From an optimization exercise on the open Yosys and OpenROAD flow, aimed at small area; shortcuts taken in it are not production practice. In this exercise RTL edits were held to simulation tests only and were not proved equivalent to the original. Power and IR drop assume default switching activity.

Design poly_voice_engine, start of the top module:
module poly_voice_engine #(
  parameter int NUM_VOICES   = 8,
  parameter int PHASE_W      = 32,
  parameter int ENV_W        = 16,
  parameter int VEL_W        = 7,
  parameter int OUT_W        = 24,
  parameter int SAMPLE_DIV   = 1024,
  parameter int ATTACK_STEP  = 64,
  parameter int RELEASE_STEP = 16
) (
  input  logic                          i_clk,
  input  logic                          i_reset_n,
  input  logic                          i_cmd_valid,
  output logic                          o_cmd_ready,
  input  logic                          i_cmd_note_on,
  input  logic [$clog2(NUM_VOICES)-1:0] i_cmd_voice,
  input  logic [PHASE_W-1:0]            i_cmd_tuning,
  input  logic [VEL_W-1:0]              i_cmd_velocity,
  input  logic [1:0]                    i_wave_sel,
  output logic signed [OUT_W-1:0]       o_sample,
  output logic                          o_sample_valid,
  output logic [NUM_VOICES-1:0]         o_active_voices
);
  localparam int VW = $clog2(NUM_VOICES);
  localparam int TW = $clog2(SAMPLE_DIV);
  localparam int AW = 16 + VEL_W + VW;
  localparam int SW = (AW > OUT_W ? AW : OUT_W) + 1;
  localparam int EH = ENV_W - 4;
  localparam int PH = PHASE_W / 2;
  localparam logic [TW-1:0] T_SCAN = TW'(NUM_VOICES);
  localparam logic [TW-1:0] T_OUT  = TW'(NUM_VOICES + 2);
  localparam logic [TW-1:0] T_RDY  = TW'(NUM_VOICES + 3);
  localparam logic [ENV_W-1:0] ENV_MAX = '1;
  localparam logic [ENV_W-1:0] REL = ENV_W'(RELEASE_STEP);
  typedef enum logic [1:0] {IDLE = 2'b00, ATTACK = 2'b01, RELEASE = 2'b10, SUSTAIN = 2'b11} state_t;
  logic [TW-1:0]           r_tick;
  logic [PHASE_W-1:0]      c_phase  [NUM_VOICES];
  logic [PHASE_W-1:0]      c_tuning [NUM_VOICES];
  logic [VEL_W-1:0]        c_vel    [NUM_VOICES];
  logic [EH-1:0]           c_envh   [NUM_VOICES];
  logic                    c_envl   [NUM_VOICES];
  logic                    c_fresh  [NUM_VOICES];
  state_t                  r_state  [NUM_VOICES];
  logic [NUM_VOICES-1:0]   r_active;
  logic                    r_pc;
  logic signed [15:0]      r_a;
  logic signed [AW-1:0]    r_acc;
  logic signed [OUT_W-1:0] r_sample;
  ...
Size: roughly 2,600 cells after synthesis, about 780 flip-flops.
==> flow/config.mk <==
export PLATFORM = sky130hd
export DESIGN_NAME = poly_voice_engine
export DESIGN_NICKNAME = poly_voice_engine
export VERILOG_FILES = /design/flow/design.v
export SDC_FILE = /design/flow/constraint.sdc
export NUM_CORES = 4
export LEC_CHECK = 0
export ABC_AREA = 1
export CAP_MARGIN = 20
export CORE_MARGIN = 2
export CORE_UTILIZATION = 45
export SLEW_MARGIN = 20
==> flow/constraint.sdc <==
create_clock -name core_clock -period 10.0 [get_ports {i_clk}]
set_input_delay 2.0000 -clock core_clock [delete_from_list [all_inputs] [get_ports {i_clk}]]
set_output_delay 2.0000 -clock core_clock [all_outputs]
set_load 0.01 [all_outputs]
standard.sh (not shown) runs the stock make flow with config.mk's settings and CLKGATE_MAP_FILE= SYNTH_SCRIPT=/design/flow/synth_recipe.tcl, a recipe that flattens the netlist after the stock synthesis.
==> flow/flow/run.sh <==
#!/bin/bash
set -euo pipefail
here=$(cd "$(dirname "$0")" && pwd)
export CTS_ARGS="-sink_clustering_enable -repair_clock_nets -dont_use_dummy_load -buf_list sky130_fd_sc_hd__clkbuf_4 -sink_clustering_size 10 -sink_clustering_max_diameter 40"
export BUFFER_PORTS_ARGS="-buffer_cell sky130_fd_sc_hd__buf_1"
if [[ -s "$here/abc_area.script" ]]; then
  rm -rf scripts_area
  cp -r "$FLOW_HOME/scripts" scripts_area
  cp "$here/abc_area.script" scripts_area/abc_area.script
  export SCRIPTS_DIR="$PWD/scripts_area"
fi
if [[ -s "$here/synth_args.txt" ]]; then export SYNTH_ARGS="$(cat "$here/synth_args.txt")"; fi
bash standard.sh > flow_standard.log 2>&1
==> flow/flow/abc_area.script <==
strash
dch
amap
topo
==> flow/flow/synth_args.txt <==
-noabc
The baseline finished clean.
Next try:
--- a/flow/config.mk
+++ b/flow/config.mk
@@ -11 +11 @@
-export CORE_UTILIZATION = 45
+export CORE_UTILIZATION = 50
Outcome:
- routed wire length shrinks slightly
- first-iteration DRC count is higher by a few percent
- via count stays flat
- global-route usage rose by 2.2 points
- power stays flat
- combinational power is about the same
- clock skew falls by 0.070 ns
- clock power falls by a few percent
- critical path depth rose by 2
- final area went down slightly
Next try:
--- a/flow/config.mk
+++ b/flow/config.mk
@@ -11 +11,2 @@
-export CORE_UTILIZATION = 50
+export CORE_UTILIZATION = 45
+export GPL_TIMING_DRIVEN = 0
=> Final area is higher by 1.6%; area after synthesis is unchanged; count of clock-buffer cells in the layout is higher by 5; worst hold slack got worse by 0.045 ns; wire length is lower by about 1.5%; die area is higher by 11%; first-iteration DRC count is lower by about 1.6%; synthesized cell count stays the same; core utilization is lower by 4.8 points.
Next try:
--- a/flow/config.mk
+++ b/flow/config.mk
@@ -9 +9 @@
-export CAP_MARGIN = 20
+export CAP_MARGIN = 0
@@ -12,2 +12 @@
-export GPL_TIMING_DRIVEN = 0
-export SLEW_MARGIN = 20
+export SLEW_MARGIN = 0
The changed run finished with timing, DRC and antenna clean.
Synthesized area is unchanged.
Total power went down slightly.
Worst hold slack loses 0.0036 ns.
Maximum frequency rises by a few percent.
Clock-buffer cell count is unchanged.


Another version of the RTL of poly_voice_engine (not shown whole).
For scale: ~3200 cells after synthesis, about 790 flip-flops, ~82 I/O pins, about 32000 um2 of cells after synthesis.
==> flow/config.mk <==
export PLATFORM = sky130hd
export DESIGN_NAME = poly_voice_engine
export DESIGN_NICKNAME = poly_voice_engine
export VERILOG_FILES = /design/flow/design.v
export SDC_FILE = /design/flow/constraint.sdc
export NUM_CORES = 4
export LEC_CHECK = 0
export ABC_AREA = 1
export CAP_MARGIN = 20
export CORE_MARGIN = 2
export CORE_UTILIZATION = 40
export SLEW_MARGIN = 20
==> flow/constraint.sdc <==
create_clock -name core_clock -period 10.0 [get_ports {i_clk}]
set_input_delay 2.0000 -clock core_clock [delete_from_list [all_inputs] [get_ports {i_clk}]]
set_output_delay 2.0000 -clock core_clock [all_outputs]
set_load 0.01 [all_outputs]
==> flow/flow/run.sh <==
#!/bin/bash
set -euo pipefail
here=$(cd "$(dirname "$0")" && pwd)
export CTS_ARGS="-sink_clustering_enable -repair_clock_nets -dont_use_dummy_load -buf_list sky130_fd_sc_hd__clkbuf_4 -sink_clustering_size 8 -sink_clustering_max_diameter 50"
export BUFFER_PORTS_ARGS="-buffer_cell sky130_fd_sc_hd__buf_1"
if [[ -s "$here/synth_args.txt" ]]; then export SYNTH_ARGS="$(cat "$here/synth_args.txt")"; fi
bash standard.sh > flow_standard.log 2>&1
Scripts as last shown in full above: flow/flow/synth_args.txt
Next try:
==> flow/flow/run.sh (replaced) <==
#!/bin/bash
set -euo pipefail
here=$(cd "$(dirname "$0")" && pwd)
export CTS_ARGS="-sink_clustering_enable -repair_clock_nets -dont_use_dummy_load -buf_list sky130_fd_sc_hd__clkbuf_4 -sink_clustering_size 10 -sink_clustering_max_diameter 40"
export BUFFER_PORTS_ARGS="-buffer_cell sky130_fd_sc_hd__buf_1"
if [[ -s "$here/synth_args.txt" ]]; then export SYNTH_ARGS="$(cat "$here/synth_args.txt")"; fi
bash standard.sh > flow_standard.log 2>&1
Effect: The new run completed with no timing, DRC or antenna violations; design area is lower by 0.32%; worst hold slack got worse by 0.041 ns; routed wire length is about the same; register-to-register slack is better by 0.02 ns; sequential share of layout area grows by 0.15 points; via count hardly moves; power came out lower by 0.80%; setup slack is better by 0.025 ns.
Next try:
==> flow/flow/run.sh (replaced) <==
#!/bin/bash
set -euo pipefail
here=$(cd "$(dirname "$0")" && pwd)
export CTS_ARGS="-sink_clustering_enable -repair_clock_nets -dont_use_dummy_load -buf_list sky130_fd_sc_hd__clkbuf_4 -sink_clustering_size 8 -sink_clustering_max_diameter 50"
export BUFFER_PORTS_ARGS="-buffer_cell sky130_fd_sc_hd__buf_1"
export REMOVE_ABC_BUFFERS=1
if [[ -s "$here/synth_args.txt" ]]; then export SYNTH_ARGS="$(cat "$here/synth_args.txt")"; fi
bash standard.sh > flow_standard.log 2>&1
--- a/flow/config.mk
+++ b/flow/config.mk
@@ -10,3 +10,4 @@
 export CORE_MARGIN = 2
 export CORE_UTILIZATION = 40
+export GPL_TIMING_DRIVEN = 0
 export SLEW_MARGIN = 20
Result: Via count increases by about 1.4%. Global-route usage barely changes. Setup slack degrades by 0.59 ns.


Another version of the RTL of poly_voice_engine (not shown whole).
Size in the first run: ~31,000 um^2 of cells after synthesis.
Settings: LEC_CHECK=0, ABC_AREA=1, CAP_MARGIN=20, CORE_MARGIN=2, CORE_UTILIZATION=40, SLEW_MARGIN=20; clock period 10.0 ns.
==> flow/flow/run.sh <==
#!/bin/bash
set -euo pipefail
here=$(cd "$(dirname "$0")" && pwd)
export CTS_ARGS="-sink_clustering_enable -repair_clock_nets -dont_use_dummy_load -buf_list sky130_fd_sc_hd__clkbuf_4 -sink_clustering_size 10 -sink_clustering_max_diameter 40"
export BUFFER_PORTS_ARGS="-buffer_cell sky130_fd_sc_hd__buf_1"
if [[ -s "$here/abc_area.script" ]]; then
  rm -rf scripts_area
  cp -r "$FLOW_HOME/scripts" scripts_area
  cp "$here/abc_area.script" scripts_area/abc_area.script
  export SCRIPTS_DIR="$PWD/scripts_area"
fi
if [[ -s "$here/synth_args.txt" ]]; then export SYNTH_ARGS="$(cat "$here/synth_args.txt")"; fi
bash standard.sh > flow_standard.log 2>&1
==> flow/flow/abc_area.script <==
strash
dch
map -B 0.9
topo
Scripts as last shown in full above: flow/flow/synth_args.txt
The first run finished clean.
Change:
==> flow/flow/run.sh (replaced) <==
#!/bin/bash
set -euo pipefail
here=$(cd "$(dirname "$0")" && pwd)
export CTS_ARGS="-sink_clustering_enable -repair_clock_nets -dont_use_dummy_load -buf_list sky130_fd_sc_hd__clkbuf_4 -sink_clustering_size 8 -sink_clustering_max_diameter 50"
export BUFFER_PORTS_ARGS="-buffer_cell sky130_fd_sc_hd__buf_1"
if [[ -s "$here/synth_args.txt" ]]; then export SYNTH_ARGS="$(cat "$here/synth_args.txt")"; fi
bash standard.sh > flow_standard.log 2>&1
ABC_AREA = 0   (was 1)
removed: flow/flow/abc_area.script
- wire length went up by 18%
- maximum frequency shrinks by about 2.7%
- sequential cell count stays the same
- setup slack degrades by 0.24 ns
- die area goes up by about 12%
- critical path depth rose by 2

port drivers added, routing unchanged:
The flow's constraints put no driver on any port. The routed layouts listed below were extracted and timed again, unchanged, in two steps.
Step 1: set_driving_cell puts a clkbuf_16 on i_clk and a buf_2 on each other input, an assumption about the parent block.
Step 2 times the ports against the registers' clock, not the clock port: input delays grow and output delays shrink by t, the midpoint of the rising clock arrivals with the driver on.
Slacks: ideal ports / drivers / drivers and shift; pairs: ideal ports / drivers.
run | t (ns) | setup WS [ns] | slew at the worst register clock pin (ns) | worst data-port slew with drivers (ns)
the first run of note 1 | 0.899 | 1.006 / 1.006 / 0.976 | 0.11 / 0.11 | 0.12
the second run of note 1 | 0.857 | 1.166 / 1.166 / 0.646 | 0.11 / 0.11 | 0.09
the third run of note 1 | 0.853 | 0.505 / 0.505 / 0.418 | 0.11 / 0.11 | 0.10
the fourth run of note 1 | 0.897 | 1.017 / 1.017 / 0.980 | 0.11 / 0.11 | 0.12
the first run of note 2 | 0.856 | 1.776 / 1.776 / 1.776 | 0.09 / 0.09 | 0.15
the second run of note 2 | 0.851 | 1.801 / 1.801 / 1.801 | 0.11 / 0.11 | 0.16
the third run of note 2 | 0.853 | 1.206 / 1.206 / 1.206 | 0.09 / 0.09 | 0.08
the first run of note 3 | 0.852 | 1.245 / 1.245 / 1.245 | 0.11 / 0.11 | 0.07
the second run of note 3 | 0.847 | 1.001 / 1.001 / 1.001 | 0.09 / 0.09 | 0.13
After both steps every run listed still meets setup and hold. The setup slack of the second run of note 1, which loses most, moves by 0.000 ns with the drivers and by -0.520 ns with both steps.
